This design comes from an exercise in tuning for small area on the open sky130 flow, not from production work. Where RTL was checked, it was by simulation tests only, not by an equivalence proof against the original. Power and IR drop assume default switching activity.

// pwl_sqrt_top
module pwl_sqrt_top (
  input  logic                            clk,
  input  logic                            rst_n,
  input  logic                            in_valid,
  input  logic [pwl_pkg::A_W-1:0]         in_a,
  input  logic signed [pwl_pkg::B_W-1:0]  in_b,
  input  logic [pwl_pkg::LEN_W-1:0]       in_len,
  output logic                            in_credit,
  output logic                            out_valid,
  output logic [pwl_pkg::T_W-1:0]         out_t,
  output logic [pwl_pkg::LEN_W-1:0]       out_len,
  output logic [pwl_pkg::Y_W-1:0]         out_y0,
  output logic [pwl_pkg::Y_W-1:0]         out_y1,
  input  logic                            out_credit
);
For scale: ~970 cells after synthesis, roughly 330 flip-flops, roughly 140 I/O pins, ~0.012 sq mm of cells after synthesis.
Settings: LEC_CHECK=0, ABC_AREA=1, CAP_MARGIN=20, CORE_MARGIN=2, CORE_UTILIZATION=40, SLEW_MARGIN=20; clock period 15.0 ns.
standard.sh (not shown) runs the stock make flow with config.mk's settings and CLKGATE_MAP_FILE= SYNTH_SCRIPT=/design/flow/synth_recipe.tcl, a recipe that flattens the netlist after the stock synthesis.
==> flow/flow/run.sh <==
#!/bin/bash
# Standard ORFS layout with two changes: the smallest buffer on the ports, and a
# clock tree of small buffers in small clusters, without dummy loads.
set -euo pipefail
export BUFFER_PORTS_ARGS="-buffer_cell sky130_fd_sc_hd__buf_1"
export CTS_ARGS="-sink_clustering_enable -repair_clock_nets -dont_use_dummy_load -buf_list sky130_fd_sc_hd__clkbuf_4 -sink_clustering_size 10 -sink_clustering_max_diameter 60"
bash standard.sh finish > orfs_make.log 2>&1
Rerun with:
- ABC_AREA: 1 -> unset
After rerunning:
- worst setup slack improved by 0.091 ns
- cell area came out lower by about 1.8%
- wire length came out lower by 2.4%
- synthesized area came out lower by about 2.1%
- die area came out lower by about 2%
- combinational power came out lower by about 22%
- via count came out lower by 3.3%
- critical path depth came out lower by 5
No functional check of the RTL was part of any run of this note.


== job 101 ==
Another version of the RTL of pwl_sqrt_top (not shown whole).
For scale: ~740 cells after synthesis, ~350 flip-flops, ~12000 um2 of cells after synthesis.
Design pwl_sqrt_top, start of the top module:
module pwl_sqrt_top (
  input  logic                            clk,
  input  logic                            rst_n,
  input  logic                            in_valid,
  input  logic [pwl_pkg::A_W-1:0]         in_a,
  input  logic signed [pwl_pkg::B_W-1:0]  in_b,
  input  logic [pwl_pkg::LEN_W-1:0]       in_len,
  output logic                            in_credit,
  output logic                            out_valid,
  output logic [pwl_pkg::T_W-1:0]         out_t,
  output logic [pwl_pkg::LEN_W-1:0]       out_len,
  output logic [pwl_pkg::Y_W-1:0]         out_y0,
  output logic [pwl_pkg::Y_W-1:0]         out_y1,
  input  logic                            out_credit
);
Settings: LEC_CHECK=0, CAP_MARGIN=20, CORE_MARGIN=2, CORE_UTILIZATION=40, SLEW_MARGIN=20; clock period 15.0 ns.
run.sh (not shown) runs the stock make flow with config.mk's settings and CLKGATE_MAP_FILE= SYNTH_SCRIPT=/design/flow/synth_recipe.tcl, a recipe that flattens the netlist after the stock synthesis.
Stock flow here: none of the scripts above is used.
Input-level comparison between job 102 and job 101:
==> flow/flow/run.sh (new file) <==
#!/bin/bash
# Standard ORFS layout, with the smallest buffer on the ports.
set -euo pipefail
export BUFFER_PORTS_ARGS="-buffer_cell sky130_fd_sc_hd__buf_1"
bash standard.sh finish > orfs_make.log 2>&1
==> flow/standard.sh (new file) <==
#!/bin/bash
# synth_recipe.tcl (not shown) runs the flow's synth.tcl, then flattens the netlist and writes it again
# the make line also repeats each setting of config.mk as NAME=value (left out here)
make -C /OpenROAD-flow-scripts/flow DESIGN_CONFIG=/design/flow/config.mk WORK_HOME=/design/flow/orfs CLKGATE_MAP_FILE= SYNTH_SCRIPT=/design/flow/synth_recipe.tcl "${@:-finish}"
removed: flow/run.sh
==> results.txt <==
- Job 102 vs. job 101: utilization moved down; global-route usage moved down; routed via count divided by cell count moved down; setup slack after layout moved up.
- Status | job 102 and job 101 | clean
- Power, job 102 vs job 101: down by a few percent
- Job 101 -> job 102: die span in x delta 0, exact match
- Measured against each other, job 102 and job 101 differ in fraction of met2 tracks used by global routing, the lower figure coming from job 102.
- The total number of vias of job 102 and that of job 101 are within noise of each other.
- Min multi-input logic portion of the cell area across job 102 and job 101: job 101

re-timing with driven ports:
The results above use ideal ports. As a check the final layouts listed here were re-extracted and re-timed, cells and wires unchanged. Step 1 (the two cells are an assumption about what drives the block):
set clk [get_ports {clk}]
set_driving_cell -lib_cell sky130_fd_sc_hd__clkbuf_16 $clk
set_driving_cell -lib_cell sky130_fd_sc_hd__buf_2 [delete_from_list [all_inputs] $clk]
Step 2 also shifts input and output timing later by t, the mid clock arrival at the registers, as if the neighbouring blocks saw the same clock. Slacks: no drivers / after step 1 / after step 2; pairs: no drivers / after step 1.
run | shift t [ns] | setup WS [ns] | worst data-port slew with drivers (ns)
the first run of note 1 | 0.668 | 9.514 / 9.473 / 10.141 | 0.04
the second run of note 1 | 0.660 | 9.605 / 9.562 / 10.222 | 0.05
job 101 | 0.569 | 9.342 / 9.295 / 9.864 | 0.06
job 102 | 0.568 | 9.629 / 9.582 / 10.150 | 0.05
After both steps every run listed still meets setup and hold.
